Source: an optimization exercise on an open RTL-to-GDS flow (aim: small area, a short achievable clock period and few clock cycles). Production flows keep margins and buffers that such runs may drop.
Only simulation tests tie the RTL to the original design; equivalence was not proved.
Power is estimated from default activity; no workload was simulated.

the previous run:
==> flow/design.v (excerpt) <==
module energy_vad_endpoint_detector_core (
  input  logic        clk,
  input  logic        rst,
  input  logic        s_tvalid,
  output logic        s_tready,
  input  logic [15:0] s_tdata,
  input  logic [1:0]  s_tuser,
  input  logic        s_tlast,
  output logic        m_tvalid,
  input  logic        m_tready,
  output logic [7:0]  m_tdata,
  input  logic        cfg_we,
  input  logic [2:0]  cfg_index,
  input  logic [30:0] cfg_wdata
);
Settings: LEC_CHECK=0, ABC_AREA=1, CAP_MARGIN=20, CORE_MARGIN=2, CORE_UTILIZATION=40, SLEW_MARGIN=20; clock period 10.0 ns.
standard.sh (not shown) runs the stock make flow with config.mk's settings and CLKGATE_MAP_FILE= SYNTH_SCRIPT=/design/flow/synth_recipe.tcl, a recipe that flattens the netlist after the stock synthesis.
==> flow/flow/run.sh <==
#!/bin/bash
# Layout flow: the standard ORFS flow, with two changes to how the layout
# is made (the clock period and constraints are unchanged):
#  - the timing repair after floorplan, clock-tree synthesis and global
#    routing aims for setup slack of REPAIR_MARGIN ns;
#  - every input and output port still gets its own buffer, but a plain
#    buf_1 (the repair resizes it where timing needs) instead of a delay cell.
# Each step's full output is in orfs/logs/; make's own output goes to
# flow_make.log here.
set -euo pipefail
REPAIR_MARGIN=7.0
bash standard.sh SETUP_SLACK_MARGIN=$REPAIR_MARGIN \
  "BUFFER_PORTS_ARGS=-buffer_cell sky130_fd_sc_hd__buf_1" finish > flow_make.log 2>&1
Both conditions hold for the previous run: the flow ran to the end and the final layout passed the timing, DRC and antenna checks.
Testbench counts of the previous run, summed over its fixed seeds: cycles 160,139.
What the current run does differently from the previous run at the input level:
--- a/flow/design.v
+++ b/flow/design.v
@@ -605,37 +605,33 @@
       end else if (!count[12]) begin
         acc_e <= sum_e;
         count <= count + 13'd1;
       end
     end
   end
   logic        turn_open, heard, ended;
   logic [15:0] speech_time, quiet_time;
-  logic [15:0] time_base;
+  logic [15:0] time_base, time_thr, time_other;
   logic [16:0] time_sum;
   logic [15:0] time_sat;
-  logic        ge_smin, ge_sil, ge_max_loud, ge_max_quiet;
+  logic        ge_thr, ge_max;
   logic        open_next, heard_next, ended_next;
   logic [15:0] speech_next, quiet_next;
   logic        endpoint, cause, forward;
   assign time_base  = level ? speech_time : quiet_time;
+  assign time_thr   = level ? speech_min : silence_end;
+  assign time_other = level ? 16'd0 : quiet_time;
   assign time_sum   = 17'(time_base) + 17'(tick);
   assign time_sat   = time_sum[16] ? 16'hFFFF : time_sum[15:0];
-  evad_ge2 u_ge_smin (
-    .a (speech_time), .t (tick), .c (speech_min), .ge (ge_smin)
+  evad_ge2 u_ge_thr (
+    .a (time_base), .t (tick), .c (time_thr), .ge (ge_thr)
   );
-  evad_ge2 u_ge_sil (
-    .a (quiet_time), .t (tick), .c (silence_end), .ge (ge_sil)
-  );
-  evad_ge2 u_ge_max_loud (
-    .a (speech_time), .t (tick), .c (max_utter), .ge (ge_max_loud)
-  );
-  evad_ge3 u_ge_max_quiet (
-    .a (speech_time), .b (quiet_time), .t (tick), .c (max_utter), .ge (ge_max_quiet)
+  evad_ge3 u_ge_max (
+    .a (speech_time), .b (time_other), .t (tick), .c (max_utter), .ge (ge_max)
   );
   always_comb begin
     open_next   = turn_open;
     heard_next  = heard;
     ended_next  = ended;
     speech_next = speech_time;
     quiet_next  = quiet_time;
     endpoint    = 1'b0;
@@ -643,32 +639,27 @@
     forward     = 1'b0;
     case (op1)
       OP_SAMPLE: forward = turn_open;
       OP_TICK: begin
         if (turn_open && !ended) begin
           if (level) begin
             speech_next = time_sat;
             quiet_next  = '0;
-            if (ge_smin) heard_next = 1'b1;
-            if (ge_max_loud) begin
-              ended_next = 1'b1;
-              endpoint   = 1'b1;
-              cause      = 1'b1;
-            end
+            if (ge_thr) heard_next = 1'b1;
           end else begin
             quiet_next = time_sat;
-            if (heard && ge_sil) begin
-              ended_next = 1'b1;
-              endpoint   = 1'b1;
-            end else if (ge_max_quiet) begin
-              ended_next = 1'b1;
-              endpoint   = 1'b1;
-              cause      = 1'b1;
-            end
+          end
+          if (!level && heard && ge_thr) begin
+            ended_next = 1'b1;
+            endpoint   = 1'b1;
+          end else if (ge_max) begin
+            ended_next = 1'b1;
+            endpoint   = 1'b1;
+            cause      = 1'b1;
           end
         end
       end
       OP_OPEN: begin
         speech_next = '0;
         quiet_next  = '0;
         heard_next  = 1'b0;
         ended_next  = 1'b0;
@@ -832,21 +823,21 @@
   input  logic [15:0] c,
   output logic        ge
 );
   logic [17:0] x, y, nc, s1, k1, k1s, s2, k2;
   logic        co;
   assign x   = {2'b00, a};
   assign y   = {2'b00, b};
   assign nc  = ~{2'b00, c};
-  assign s1  = x ^ y ^ 18'(t);
-  assign k1  = (x & y) | (x & 18'(t)) | (y & 18'(t));
+  assign s1  = x ^ nc ^ 18'(t);
+  assign k1  = (x & nc) | (x & 18'(t)) | (nc & 18'(t));
   assign k1s = {k1[16:0], 1'b0};
-  assign s2  = s1 ^ k1s ^ nc;
-  assign k2  = (s1 & k1s) | (s1 & nc) | (k1s & nc);
+  assign s2  = s1 ^ k1s ^ y;
+  assign k2  = (s1 & k1s) | (s1 & y) | (k1s & y);
   evad_carry #(
     .W (18)
   ) u_carry (
     .a  (s2),
     .b  ({k2[16:0], 1'b1}),
     .co (co)
   );
   assign ge = co | k2[17];
==> comparison <==
Every stage of the flow completed for the current run, and the final layout passed the timing, DRC and antenna checks. Layout sequential cell count: the current run vs the previous run identical. Delta (the current run minus the previous run): share of the core filled with cells has remained practically unchanged, global-route wire length before repair has decreased, shortest period the worst path allows saw an increase, layout-stage area growth over the synthesis result picked up an extra 0.54 points. On power: the current run sits below the previous run.
Testbench counts of the current run, summed over its fixed seeds: cycles 160,139.

---

energy_vad_endpoint_detector_core, a different RTL version from the one above (not shown whole).
Size: ~2900 cells after synthesis, about 330 flip-flops, about 68 I/O pins.
clock: 10.0 ns
lec_check: 0
abc_area: 1
cap_margin: 20
core_margin: 2
core_utilization: 40
slew_margin: 20
==> flow/flow/run.sh <==
#!/bin/bash
# Layout flow: the standard ORFS flow, with the timing repair after
# clock-tree synthesis and global routing aiming for setup slack of
# REPAIR_MARGIN ns (the clock period and constraints are unchanged; only the
# repair target moves). Each step's full output is in orfs/logs/; make's own
# output goes to flow_make.log here.
set -euo pipefail
REPAIR_MARGIN=7.0
bash standard.sh SETUP_SLACK_MARGIN=$REPAIR_MARGIN finish > flow_make.log 2>&1
Testbench counts at the start, summed over its fixed seeds: cycles 160,139.
Change:
--- a/flow/design.v
+++ b/flow/design.v
@@ -676,22 +676,23 @@
       end
       default: open_next = 1'b0;
     endcase
   end
   always_ff @(posedge clk) begin
     if (rst) begin
       turn_open   <= 1'b0;
       heard       <= 1'b0;
-      ended       <= 1'b0;
-      speech_time <= '0;
-      quiet_time  <= '0;
     end else if (v1) begin
       turn_open   <= open_next;
       heard       <= heard_next;
+    end
+  end
+  always_ff @(posedge clk) begin
+    if (v1) begin
       ended       <= ended_next;
       speech_time <= speech_next;
       quiet_time  <= quiet_next;
     end
   end
   logic [5:0] res;
   logic [5:0] ring [0:2];
   logic [1:0] wr_ptr, rd_ptr;
@@ -721,25 +722,34 @@
       rd_ptr   <= '0;
     end else begin
       if (out_free) m_tvalid <= have;
       qc <= qc + 2'(v1) - 2'(load);
       if (v1)   wr_ptr <= (wr_ptr == 2'd2) ? 2'd0 : wr_ptr + 2'd1;
       if (load) rd_ptr <= (rd_ptr == 2'd2) ? 2'd0 : rd_ptr + 2'd1;
     end
   end
-  assign inflight_next = inflight + 3'(accept) - 3'(take);
+  logic [2:0] inflight_inc, inflight_dec;
+  logic       credit_ok, hold_off;
+  assign inflight_inc  = inflight + 3'd1;
+  assign inflight_dec  = inflight - 3'd1;
+  assign inflight_next = (accept && !take) ? inflight_inc :
+                         (take && !accept) ? inflight_dec : inflight;
+  assign credit_ok = (inflight <= 3'd2)
+                  || ((inflight == 3'd3) && (!accept || take))
+                  || ((inflight == 3'd4) && take);
+  assign hold_off  = pass_a || pass_b || (tail && dirty)
+                  || (wr_lms && (tail || (count != '0)));
   always_ff @(posedge clk) begin
     if (rst) begin
       inflight <= '0;
       s_tready <= 1'b0;
     end else begin
       inflight <= inflight_next;
-      s_tready <= (inflight_next <= 3'd3) && !corr_start && !pass_a && !pass_b
-                  && !(tail && (dirty || wr_lms));
+      s_tready <= credit_ok && !hold_off;
     end
   end
 endmodule
 module evad_add #(
   parameter int W = 44
 ) (
   input  logic [W-1:0] a,
   input  logic [W-1:0] b,
Result: Register-to-register slack hardly moves. Combinational power goes down by 14%. Final area stays flat. Maximum frequency went up by 1.1%. Critical path depth shrinks by 10. Worst setup slack improved by 33 ps.
Testbench counts after the change, summed over its fixed seeds: cycles 160,139.

## static timing again, ports no longer ideal
In the flow no input, the clock included, has a driving cell. The finished layouts below were timed again as built, in two steps. Step 1: set_driving_cell puts a clkbuf_16 on clk and a buf_2 on each other input, an assumption about the parent block. Step 2 adds t to the input delays and takes it off the output delays; t is the mean of the earliest and latest rising clock arrival at the registers after step 1. Input paths then give back, and output paths get back, about the clock's delay inside the block. Slacks: no drivers / after step 1 / after step 2; pairs: no drivers / after step 1.
| run | t (ns) | setup slack, ns | slew at the worst register clock pin (ns) | worst data-port slew with drivers (ns) | cell pins on the clock port's net |
|---|---|---|---|---|---|
| the previous run | 0.605 | 6.953 / 6.898 / 6.502 | 0.07 / 0.07 | 0.11 | 1 |
| the current run | 0.596 | 6.946 / 6.889 / 6.561 | 0.06 / 0.06 | 0.04 | 1 |
| the first run of note 2 | 0.619 | 6.915 / 6.864 / 6.312 | 0.06 / 0.06 | 0.05 | 1 |
| the second run of note 2 | 0.619 | 6.949 / 6.889 / 6.505 | 0.06 / 0.06 | 0.09 | 1 |
After both steps every run listed still meets setup and hold. For the first run of note 2, which loses most, drivers alone change the setup slack by -0.051 ns; drivers and shift together by -0.603 ns.
